Source: an optimization exercise on an open RTL-to-GDS flow (aim: small area, a short achievable clock period and few clock cycles per item). Production flows keep margins and buffers that such runs may drop. Only simulation tests tie the RTL to the original design; equivalence was not proved. Power figures rest on the tool's default switching activity, not on a simulated workload.

==> flow/design.v, too long to show whole: its modules and the start of the top module <==
// module signed_int_alu_div_mod_core: 4550 lines
module signed_int_alu_div_mod_core (
    input  logic        i_clk,
    input  logic        i_rst_n,
    input  logic        i_valid,
    output logic        o_ready,
    input  logic [2:0]  i_command,
    input  logic [31:0] i_operand_a,
    input  logic [31:0] i_operand_b,
    output logic        o_valid,
    input  logic        i_ready,
    output logic [31:0] o_result,
    output logic        o_status
);
  // ...
==> flow/flow/run.sh <==
#!/bin/bash
set -euo pipefail
bash standard.sh synth > standard_synth.log 2>&1
cat >> config.mk <<'EOM'
export DONT_USE_CELLS += sky130_fd_sc_hd__clkdlybuf4s15_1 sky130_fd_sc_hd__clkdlybuf4s15_2 sky130_fd_sc_hd__clkdlybuf4s18_1 sky130_fd_sc_hd__clkdlybuf4s18_2 sky130_fd_sc_hd__clkdlybuf4s25_1 sky130_fd_sc_hd__clkdlybuf4s25_2 sky130_fd_sc_hd__clkdlybuf4s50_1 sky130_fd_sc_hd__clkdlybuf4s50_2 sky130_fd_sc_hd__dlygate4sd1_1 sky130_fd_sc_hd__dlygate4sd2_1 sky130_fd_sc_hd__dlygate4sd3_1 sky130_fd_sc_hd__dlymetal6s2s_1 sky130_fd_sc_hd__dlymetal6s4s_1 sky130_fd_sc_hd__dlymetal6s6s_1
EOM
bash standard.sh place > standard_place.log 2>&1
echo "export SETUP_SLACK_MARGIN = ${FLOW_MARGIN_NS:-6.8}" >> config.mk
bash standard.sh finish > standard_finish.log 2>&1
==> flow/standard.sh <==
#!/bin/bash
# synth_recipe.tcl (not shown) runs the flow's synth.tcl, then flattens the netlist and writes it again
# the make line also repeats each setting of config.mk as NAME=value (left out here)
make -C /OpenROAD-flow-scripts/flow DESIGN_CONFIG=/design/flow/config.mk WORK_HOME=/design/flow/orfs CLKGATE_MAP_FILE= SYNTH_SCRIPT=/design/flow/synth_recipe.tcl "${@:-finish}"
==> flow/config.mk <==
export PLATFORM = sky130hd
export DESIGN_NAME = signed_int_alu_div_mod_core
export DESIGN_NICKNAME = signed_int_alu_div_mod_core
export VERILOG_FILES = /design/flow/design.v
export SDC_FILE = /design/flow/constraint.sdc
export NUM_CORES = 4
export LEC_CHECK = 0
export ABC_AREA = 1
export CAP_MARGIN = 20
export CORE_MARGIN = 2
export CORE_UTILIZATION = 40
export CTS_CLUSTER_DIAMETER = 120
export CTS_CLUSTER_SIZE = 26
export SLEW_MARGIN = 20
export DONT_USE_CELLS += sky130_fd_sc_hd__clkdlybuf4s15_1 sky130_fd_sc_hd__clkdlybuf4s15_2 sky130_fd_sc_hd__clkdlybuf4s18_1 sky130_fd_sc_hd__clkdlybuf4s18_2 sky130_fd_sc_hd__clkdlybuf4s25_1 sky130_fd_sc_hd__clkdlybuf4s25_2 sky130_fd_sc_hd__clkdlybuf4s50_1 sky130_fd_sc_hd__clkdlybuf4s50_2 sky130_fd_sc_hd__dlygate4sd1_1 sky130_fd_sc_hd__dlygate4sd2_1 sky130_fd_sc_hd__dlygate4sd3_1 sky130_fd_sc_hd__dlymetal6s2s_1 sky130_fd_sc_hd__dlymetal6s4s_1 sky130_fd_sc_hd__dlymetal6s6s_1
export SETUP_SLACK_MARGIN = 6.8
==> flow/constraint.sdc <==
create_clock -name core_clock -period 10.0 [get_ports {i_clk}]
set_input_delay 2.0000 -clock core_clock [delete_from_list [all_inputs] [get_ports {i_clk}]]
set_output_delay 2.0000 -clock core_clock [all_outputs]
set_load 0.01 [all_outputs]
==> results.json, run 1 <==
{
  "status": "complete, no violations",
  "use_met3_pct": 1.942,
  "rows": 173,
  "total_power_w": 0.02476,
  "holdPathEnd": "r_n26[3]",
  "power_leader": "registers",
  "drc": 0,
  "ys_seq_area_share_pct": 58.15,
  "crit_chain": "buf_6",
  "slew_headroom_pct": 20.09,
  "yosys_warnings": 1,
  "finalSetupViolations": 0,
  "bufAreaShareNonClock_pct": 1.708,
  "antennaDiodeCount": 5,
  "vias": 60390,
  "grt_use_met1_pct": 21.66,
  "cp-start-kind": "flip-flop",
  "multi_input_area_mm2": 0.03448,
  "post_route_cells_drive_above_1_share_pct": 6.744,
  "synthAdderAreaFrac_pct": 9.782,
  "muxShareOfSynthArea_pct": 0,
  "synth_area_leaders": "dfxtp_1, nand2_1, ha_1",
  "cp_top_family": "flip-flops",
  "vdd_drop_max_v": 0.0001598,
  "nets": 10360,
  "p_comb_share_pct": 26.7,
  "layout_common_cells": "nand2_1, dfxtp_1, nand3_1",
  "p_seq_w": 0.0131,
  "synth_top_family_by_area": "simple AND/OR/NAND/NOR gates",
  "r2r_slack_ns": 6.80,
  "cts_resized": 261,
  "post-place-cells": 12370,
  "layout_commonest_cell": "nand2_1",
  "clk_path_buf_depth": 3,
  "firstDrtPassIters": 6
}
Testbench counts, summed over its fixed seeds: cycles 24,240, items 24,000.
==> run 2: changes to the inputs <==
--- a/flow/design.v
+++ b/flow/design.v
@@ -4487,40 +4487,35 @@
     assign w_cy31[29] = w_gg31_77;
     assign w_cy31[30] = w_gg31_78;
     assign w_cy31[31] = w_gg31_79;
     assign w_c31 = w_gg31_80;
     assign w_s31 = w_p31 ^ w_cy31;
     assign w_sel31 = (w_m28 & r_n27[31]) | (w_dv28 & w_c31) | w_as28;
     assign w_r31 = w_sel31 ? w_s31 : w_x31;
     assign w_q31 = {r_n27[30:0], w_sel31};
-    logic        r_v28, r_g28;
-    logic [1:0]  r_t28;
-    logic [31:0] r_d28, r_n28;
-    logic [31:0] r_r28;
+    logic        w_stp, r_vf, r_stf, r_gf;
+    logic [31:0] w_magp, r_magf;
+    assign w_stp  = r_t27[1] & ~|r_d27;
+    assign w_magp = (r_t27 == 2'd2) ? w_q31 : w_r31;
     always_ff @(posedge i_clk) begin
-        if (!i_rst_n) r_v28 <= 1'b0;
-        else r_v28 <= r_v27;
-        r_t28 <= r_t27;
-        r_g28 <= r_g27;
-        r_d28 <= r_d27;
-        r_n28 <= w_q31;
-        r_r28 <= w_r31;
+        if (!i_rst_n) r_vf <= 1'b0;
+        else r_vf <= r_v27;
+        r_stf  <= w_stp;
+        r_gf   <= r_g27;
+        r_magf <= w_magp;
     end
-    logic        w_dz;
-    logic [31:0] w_mag, w_orm;
-    assign w_dz  = ~|r_d28;
-    assign w_st  = r_t28[1] & w_dz;
-    assign w_mag = (r_t28 == 2'd2) ? r_n28 : r_r28;
+    logic [31:0] w_orm;
+    assign w_st  = r_stf;
     assign w_orm[0] = 1'b0;
     generate for (gi = 1; gi < 32; gi = gi + 1) begin : g_orm
-        assign w_orm[gi] = |w_mag[gi-1:0];
+        assign w_orm[gi] = |r_magf[gi-1:0];
     end endgenerate
-    assign w_res = w_st ? 32'd0 : (w_mag ^ (w_orm & {32{r_g28}}));
-    assign w_end_v = r_v28;
+    assign w_res = w_st ? 32'd0 : (r_magf ^ (w_orm & {32{r_gf}}));
+    assign w_end_v = r_vf;
     assign w_rec   = w_end_v && (r_sv || (r_cnt != 5'd0));
     assign w_push  = w_end_v && !r_sv && (r_cnt == 5'd0);
     logic        n_ov, n_sv, n_end_v;
     logic [4:0]  n_cnt;
     always_comb begin
         n_ov = r_ov;
         n_sv = r_sv;
         if (!r_ov || i_ready) begin
==> flow/flow/run.sh (replaced) <==
#!/bin/bash
set -euo pipefail
bash standard.sh synth > standard_synth.log 2>&1
cat >> config.mk <<'EOM'
export DONT_USE_CELLS += sky130_fd_sc_hd__clkdlybuf4s15_1 sky130_fd_sc_hd__clkdlybuf4s15_2 sky130_fd_sc_hd__clkdlybuf4s18_1 sky130_fd_sc_hd__clkdlybuf4s18_2 sky130_fd_sc_hd__clkdlybuf4s25_1 sky130_fd_sc_hd__clkdlybuf4s25_2 sky130_fd_sc_hd__clkdlybuf4s50_1 sky130_fd_sc_hd__clkdlybuf4s50_2 sky130_fd_sc_hd__dlygate4sd1_1 sky130_fd_sc_hd__dlygate4sd2_1 sky130_fd_sc_hd__dlygate4sd3_1 sky130_fd_sc_hd__dlymetal6s2s_1 sky130_fd_sc_hd__dlymetal6s4s_1 sky130_fd_sc_hd__dlymetal6s6s_1
EOM
bash standard.sh place > standard_place.log 2>&1
echo "export SETUP_SLACK_MARGIN = ${FLOW_MARGIN_NS:-7.0}" >> config.mk
bash standard.sh finish > standard_finish.log 2>&1
==> flow/config.mk (replaced) <==
export PLATFORM = sky130hd
export DESIGN_NAME = signed_int_alu_div_mod_core
export DESIGN_NICKNAME = signed_int_alu_div_mod_core
export VERILOG_FILES = /design/flow/design.v
export SDC_FILE = /design/flow/constraint.sdc
export NUM_CORES = 4
export LEC_CHECK = 0
export ABC_AREA = 1
export CAP_MARGIN = 20
export CORE_MARGIN = 2
export CORE_UTILIZATION = 40
export CTS_CLUSTER_DIAMETER = 110
export CTS_CLUSTER_SIZE = 28
export SLEW_MARGIN = 20
export DONT_USE_CELLS += sky130_fd_sc_hd__clkdlybuf4s15_1 sky130_fd_sc_hd__clkdlybuf4s15_2 sky130_fd_sc_hd__clkdlybuf4s18_1 sky130_fd_sc_hd__clkdlybuf4s18_2 sky130_fd_sc_hd__clkdlybuf4s25_1 sky130_fd_sc_hd__clkdlybuf4s25_2 sky130_fd_sc_hd__clkdlybuf4s50_1 sky130_fd_sc_hd__clkdlybuf4s50_2 sky130_fd_sc_hd__dlygate4sd1_1 sky130_fd_sc_hd__dlygate4sd2_1 sky130_fd_sc_hd__dlygate4sd3_1 sky130_fd_sc_hd__dlymetal6s2s_1 sky130_fd_sc_hd__dlymetal6s4s_1 sky130_fd_sc_hd__dlymetal6s6s_1
export SETUP_SLACK_MARGIN = 7.0
==> results.json, run 2 <==
{
  "status": "complete, no violations",
  "vias": 60950,
  "fin_worst_skew_ns": 0.04360,
  "path_class": "reg -> out",
  "cts_tree": "yes",
  "layout_common_cells": "nand2_1, dfxtp_1, nand3_1",
  "syn_to_final_growth_pct": 10.06,
  "chipWidth_um": 473.2,
  "period_minus_slack_ns": 3.245,
  "r2r_slack_ns": 6.90,
  "grtUsageTotal_pct": 17.22,
  "nets": 10420,
  "root_buffer": "clkbuf_16",
  "reg_top3": "r_od (33), r_oh (33), r_sd (33)",
  "wire_per_inst_um": 15.84,
  "synth_edf_count": 0,
  "ys_types": 55,
  "rows": 172,
  "vias_per_cell": 4.833,
  "gp_congestion": 0.8577,
  "die_y_um": 473.2,
  "vdd_drop_max_v": 0.0001529,
  "clock_latency_ns": 0.78,
  "leakage_nw": 46.39,
  "crit_path_max_incr_delay_ns": 0.37,
  "clock-sinks": 2526,
  "setup_tns_ns": 0,
  "grt_start_max_net_pins": 48,
  "yosys.area.top_type": "dfxtp_1",
  "clkTransAtPathRegs_ns": 0.11,
  "tightestPinTransition_ns": 1.349,
  "grt_antenna_before_repair": 7,
  "total_power_w": 0.02463,
  "hold_viol_final": 0,
  "fmax_mhz": 308.1,
  "cp_top_family": "flip-flops",
  "cap_violations": 0,
  "dr.first_iter.drc_count": 3689,
  "ys_async_sr_fraction_pct": 0,
  "num_io_pins": 106,
  "synth_area_leaders": "dfxtp_1, nand2_1, ha_1",
  "timing.rr.end": "r_r4[6]",
  "r2r_cells": 19,
  "ys_seq_area_share_pct": 57.43,
  "powerDensity_mw_per_mm2": 254.2,
  "cts_made_buffers": 102,
  "drc": 0,
  "core_mm2": 0.2193,
  "synth_top_area_share_pct": 57.43,
  "dpl-instance-area_mm2": 0.09116,
  "routed_wl_um": 199800,
  "yosysMostFrequentCell": "nand2_1",
  "post_route_cells_drive_above_1_share_pct": 6.459,
  "hold_depth": 0,
  "required_ns": 8.00,
  "holdPathEnd": "r_n22[31]",
  "htreeDepth": 3,
  "critical_path_arrival_ns": 1.25,
  "critPathMaxFanout": 2,
  "endpoint_kind": "output pin",
  "crit_slowest_cell": "dfxtp_2",
  "antenna_left": 0,
  "slew_headroom_pct": 9.392,
  "crit_chain": "buf_6",
  "syn_inst": 9513,
  "start_util_pct": 40.15,
  "grt_pass1_vias": 59530,
  "slew_viol_final": 0,
  "hpwl_um": 146700,
  "clk_path_buf_depth": 3,
  "worstHoldStart": "r_n21[30]",
  "syn_area_mm2": 0.08805,
  "synth_nets": 10210,
  "fin_area_mm2": 0.09691,
  "worst-path-buf-inv": 1,
  "ys.flop_type": "dfxtp_1",
  "r2r-start": "r_d3[2]",
  "rsz0062_at_grt": "true",
  "io_buffer_count": 105,
  "firstDrtPassIters": 6,
  "finalSetupViolations": 0,
  "period_share_pct": 32.45,
  "syn_area_per_cell_um2": 9.256,
  "layout_commonest_cell": "nand2_1",
  "dieArea_mm2": 0.2239,
  "yosys_warnings": 1,
  "hp-class": "reg -> reg",
  "gr-total-overflow": 0,
  "cp-start-kind": "flip-flop",
  "synth-seq-cells": 2526,
  "synth_common_cells": "nand2_1, dfxtp_1, nand3_1",
  "grt_pass1_wl_um": 312700
}
==> run 2: cell families after synthesis <==
group           Yosys count  share of synthesized area, %
xor+xnor                191                         1.900
mux                       1                       0.01279
simple gates           4430                         21.38
flops                  2526                         57.43
compound gates          742                         4.796
fa+ha+maj               626                         9.910
buf+inv                 997                         4.571
==> run 2: worst max path at each step <==
stage | from | cells past startpoint | end
2_1_floorplan | i_operand_a[0] | 15 | r_d0[17]
3_3_place_gp | i_command[1] | 10 | r_n0[2]
3_5_place_dp | i_command[1] | 10 | r_n0[2]
4_1_cts | r_od[9] | 1 | o_result[9]
5_1_grt | r_od[9] | 1 | o_result[9]
6_report | r_od[9] | 1 | o_result[9]
==> run 2: where the power goes <==
| part | total [W] | internal [W] | switching [W] |
|---|---|---|---|
| logic | 0.00689 | 0.00270 | 0.00419 |
| registers | 0.0129 | 0.0117 | 0.00111 |
| clock network | 0.00489 | 0.00189 | 0.00300 |
| total | 0.0246 | 0.0163 | 0.00830 |
==> run 2: layout make-up <==
type,count,area [um^2]
timing repair inverter,5,35.03
clock buffer,104,2560
antenna,2,5.005
inverter,798,3030
fill,20600,122400
timing repair buffer,279,1734
tap,2871,3592
clock inverter,16,257.7
sequential,2526,50670
multi-input combinational,6011,35020
==> run 2: layer usage <==
layer | up-vias | global-route usage (%) | part of all wire [%]
li1 | 30990 | - | -
met1 | 28430 | 21.94 | 44
met2 | 1203 | 30.54 | 49
met3 | 323 | 2.090 | 4.0
met4 | 4 | 4.721 | 2.8
met5 | - | 0 | 0.015
==> run 2: through the flow <==
stage / instances / hold WS (ns) / utilization [%] / worst slack, ns
2_1_floorplan: 9513 / 0.3096 / - / 6.407
3_3_place_gp: 12320 / 0.3097 / 41.56 / 5.274
3_5_place_dp: 12320 / 0.3121 / 41.57 / 5.282
4_1_cts: 12540 / 0.2984 / 43.57 / 6.669
5_1_grt: 12610 / 0.3094 / 44.19 / 6.682
6_report: 12610 / 0.3081 / 44.19 / 6.755
==> run 2: what timing repair did <==
action,CTS,global route
pin swaps,33,85
buffers inserted,91,55
hold buffers,0,0
endpoints found under the setup margin,504,640
gates resized for setup,283,231
cloned,9,18
Testbench counts of run 2, summed over its fixed seeds: cycles 24,240, items 24,000.
==> run 3: changes to the inputs <==
--- a/flow/flow/run.sh
+++ b/flow/flow/run.sh
@@ -6,4 +6,4 @@
 EOM
 bash standard.sh place > standard_place.log 2>&1
-echo "export SETUP_SLACK_MARGIN = ${FLOW_MARGIN_NS:-7.0}" >> config.mk
+echo "export SETUP_SLACK_MARGIN = ${FLOW_MARGIN_NS:-6.8}" >> config.mk
 bash standard.sh finish > standard_finish.log 2>&1
--- a/flow/config.mk
+++ b/flow/config.mk
@@ -10,7 +10,7 @@
 export CORE_MARGIN = 2
 export CORE_UTILIZATION = 40
-export CTS_CLUSTER_DIAMETER = 110
-export CTS_CLUSTER_SIZE = 28
+export CTS_CLUSTER_DIAMETER = 120
+export CTS_CLUSTER_SIZE = 26
 export SLEW_MARGIN = 20
 export DONT_USE_CELLS += sky130_fd_sc_hd__clkdlybuf4s15_1 sky130_fd_sc_hd__clkdlybuf4s15_2 sky130_fd_sc_hd__clkdlybuf4s18_1 sky130_fd_sc_hd__clkdlybuf4s18_2 sky130_fd_sc_hd__clkdlybuf4s25_1 sky130_fd_sc_hd__clkdlybuf4s25_2 sky130_fd_sc_hd__clkdlybuf4s50_1 sky130_fd_sc_hd__clkdlybuf4s50_2 sky130_fd_sc_hd__dlygate4sd1_1 sky130_fd_sc_hd__dlygate4sd2_1 sky130_fd_sc_hd__dlygate4sd3_1 sky130_fd_sc_hd__dlymetal6s2s_1 sky130_fd_sc_hd__dlymetal6s4s_1 sky130_fd_sc_hd__dlymetal6s6s_1
-export SETUP_SLACK_MARGIN = 7.0
+export SETUP_SLACK_MARGIN = 6.8
==> results.json, run 3 <==
{
  "status": "complete, no violations",
  "clock-sinks": 2526,
  "p_int_w": 0.01640,
  "grt_use_met2_pct": 30.34,
  "endpoint_kind": "output pin",
  "layout_common_cells": "nand2_1, dfxtp_1, nand3_1",
  "syn_inst": 9513,
  "yosys_warnings": 1,
  "vias": 60260,
  "drc": 0,
  "antenna_left": 0,
  "grt_antenna_before_repair": 8,
  "r2r_slack_ns": 6.92,
  "crit_chain": "buf_6",
  "rows": 172,
  "hold_viol_final": 0,
  "ys_types": 55,
  "holdBufCountCts": 0,
  "ys_async_sr_fraction_pct": 0,
  "stdcell_count": 12530,
  "synth_area_leaders": "dfxtp_1, nand2_1, ha_1",
  "p_sw_share_pct": 33.36,
  "vdd_drop_max_v": 0.0001476,
  "yosysMostFrequentCell": "nand2_1",
  "start_util_pct": 40.15,
  "ys.flop_type": "dfxtp_1",
  "firstDrtPassIters": 8,
  "syn_area_mm2": 0.08805,
  "vias_per_cell": 4.809,
  "powerDensity_mw_per_mm2": 256.8,
  "clkTransAtPathRegs_ns": 0.11,
  "holdPathEnd": "r_n18[19]",
  "synth_top_area_share_pct": 57.43,
  "grt_pass1_vias": 59190,
  "period_minus_slack_ns": 3.244,
  "ys_seq_area_share_pct": 57.43,
  "routed_wl_um": 195600,
  "slew_headroom_pct": 23.34,
  "synth_nets": 10210,
  "timing.rr.end": "r_r4[5]",
  "wire_per_inst_um": 15.61,
  "critical_path_arrival_ns": 1.24,
  "period_share_pct": 32.44,
  "root_buffer": "clkbuf_16",
  "r2r-start": "r_d3[2]",
  "num_io_pins": 106,
  "yosys.area.top_type": "dfxtp_1",
  "syn_to_final_growth_pct": 8.830,
  "rsz0062_at_grt": "true",
  "synth_edf_count": 0,
  "tightestPinTransition_ns": 1.146,
  "clock_power_share_pct": 20.4,
  "path_class": "reg -> out",
  "cp-start-kind": "flip-flop",
  "grt_pass1_wl_um": 310900,
  "cap_violations": 0,
  "dieArea_mm2": 0.2239,
  "clk_path_buf_depth": 3,
  "die_y_um": 473.2,
  "p_comb_share_pct": 27.3,
  "required_ns": 8.00,
  "seqPwrFrac_pct": 52.2,
  "chipWidth_um": 473.2,
  "synth-seq-cells": 2526,
  "htreeDepth": 3,
  "grt_use_met1_pct": 21.89,
  "fmax_mhz": 308.3,
  "dr.first_iter.drc_count": 3747,
  "nets": 10340,
  "slew_viol_final": 0,
  "worst-path-buf-inv": 1,
  "post-place-cells": 12320,
  "clock_latency_ns": 0.78,
  "core_mm2": 0.2193,
  "worstSetupStartpoint": "r_od[8]",
  "layout_commonest_cell": "nand2_1",
  "grt-busiest-layer": "met2",
  "hold_depth": 0,
  "hp-class": "reg -> reg",
  "use_met3_pct": 2.035,
  "worstHoldStart": "r_n17[18]",
  "post_route_cells_drive_above_1_share_pct": 4.877,
  "leakage_nw": 46.02,
  "cts_tree": "yes",
  "grtUsageTotal_pct": 17.12,
  "hpwl_um": 146700,
  "setup_tns_ns": 0,
  "critPathMaxFanout": 2,
  "cts_made_buffers": 109,
  "fin_worst_skew_ns": 0.03568,
  "crit_path_max_incr_delay_ns": 0.37,
  "synth_common_cells": "nand2_1, dfxtp_1, nand3_1",
  "syn_area_per_cell_um2": 9.256,
  "cp_top_family": "flip-flops",
  "gp_congestion": 0.8577,
  "gr-total-overflow": 0,
  "finalSetupViolations": 0,
  "p_sw_w": 0.008209,
  "grt_start_max_net_pins": 48,
  "io_buffer_count": 105,
  "reg_top3": "r_od (33), r_oh (33), r_sd (33)",
  "r2r_cells": 18,
  "crit_slowest_cell": "dfxtp_2"
}
## run 3: cell counts after synthesis
Identical to the previous run, type by type.
## run 3: metrics by stage
| stage | area [um^2] | hold WS [ns] | setup slack, ns | total power (W) | util [%] |
|---|---|---|---|---|---|
| after floorplan | 88050 | 0.3096 | 6.407 | 0.01767 | - |
| after global placement | 91140 | 0.3097 | 5.274 | 0.01923 | 41.56 |
| after detailed placement | 91160 | 0.3121 | 5.282 | 0.01951 | 41.57 |
| after CTS | 95100 | 0.3099 | 6.669 | 0.02472 | 43.37 |
| after global routing | 95830 | 0.3190 | 6.678 | 0.02637 | 43.70 |
| final | 95830 | 0.3113 | 6.756 | 0.02461 | 43.70 |
## run 3: repair_timing
action	4_1_cts	5_1_grt
pin swaps	12	27
gates resized for setup	199	114
endpoints found under the setup margin	457	496
endpoints found under the hold margin	0	0
setup buffers	54	22
gates cloned	7	6
## run 3: how the worst max path moves through the flow
stage / end / slack [ns] / cells past startpoint
after floorplan: r_d0[17] / 6.41 / 15
after global placement: r_n0[2] / 5.27 / 10
after detailed placement: r_n0[2] / 5.28 / 10
after CTS: o_result[8] / 6.67 / 1
after global routing: o_result[8] / 6.68 / 1
final: o_result[8] / 6.76 / 1
## run 3: cell type report
class | instances | area, um^2
Clock inverter | 13 | 229.0
Sequential cell | 2526 | 50640
Inverter | 798 | 3024
Timing Repair Buffer | 207 | 1241
Multi-Input combinational cell | 5998 | 34290
Tap cell | 2871 | 3592
Timing Repair inverter | 5 | 35.03
Antenna cell | 3 | 7.507
Clock buffer | 111 | 2778
Fill cell | 20670 | 123500
## run 3: per-layer routing
| layer | wire, um | vias up |
|---|---|---|
| met5 | 53 | - |
| met4 | 5215 | 8 |
| met3 | 7244 | 292 |
| met2 | 95310 | 1100 |
| met1 | 87820 | 28060 |
| li1 | - | 30810 |
## run 3: kinds of logic after synthesis
kind of cell	count (synthesis)	synth area share [%]
and+or+nand+nor	4430	21.38
DFF	2526	57.43
buffers and inverters	997	4.571
AOI/OAI and AO/OA	742	4.796
adders and majority gates	626	9.910
xor gates and xnor gates	191	1.900
muxes	1	0.01279
## run 3: power by group through the flow
stage | Sequential (W) | Combinational, W | Clock, W
2_1_floorplan | 0.0126 | 0.00507 | 0
3_3_place_gp | 0.0131 | 0.00618 | 0
3_5_place_dp | 0.0131 | 0.00645 | 0
4_1_cts | 0.0129 | 0.00662 | 0.00523
5_1_grt | 0.0130 | 0.00776 | 0.00558
6_report | 0.0129 | 0.00673 | 0.00503

-- port drivers added, routing unchanged --
No port has a modelled driver above. Below, the same layouts with a new extraction and two added sets of constraints. Step 1: set_driving_cell puts a clkbuf_16 on i_clk and a buf_2 on each other input, an assumption about the parent block. Step 2, shift: input delay + t, output delay - t, t = (earliest + latest rising clock arrival at the registers) / 2. This alone moves slack from input paths to output paths. Three values: no drivers, after step 1, after step 2; two values: the first two.
run | t (ns) | slack for setup (ns) | latest minus earliest clock arrival (ns)
run 1 | 0.854 | 6.701 / 6.614 / 6.016 | 0.089 / 0.090
run 2 | 0.847 | 6.755 / 6.671 / 6.190 | 0.066 / 0.065
run 3 | 0.839 | 6.756 / 6.675 / 6.058 | 0.042 / 0.042
After both steps every run listed still meets setup and hold. For run 3, which loses most, drivers alone change the setup slack by -0.081 ns; drivers and shift together by -0.698 ns.
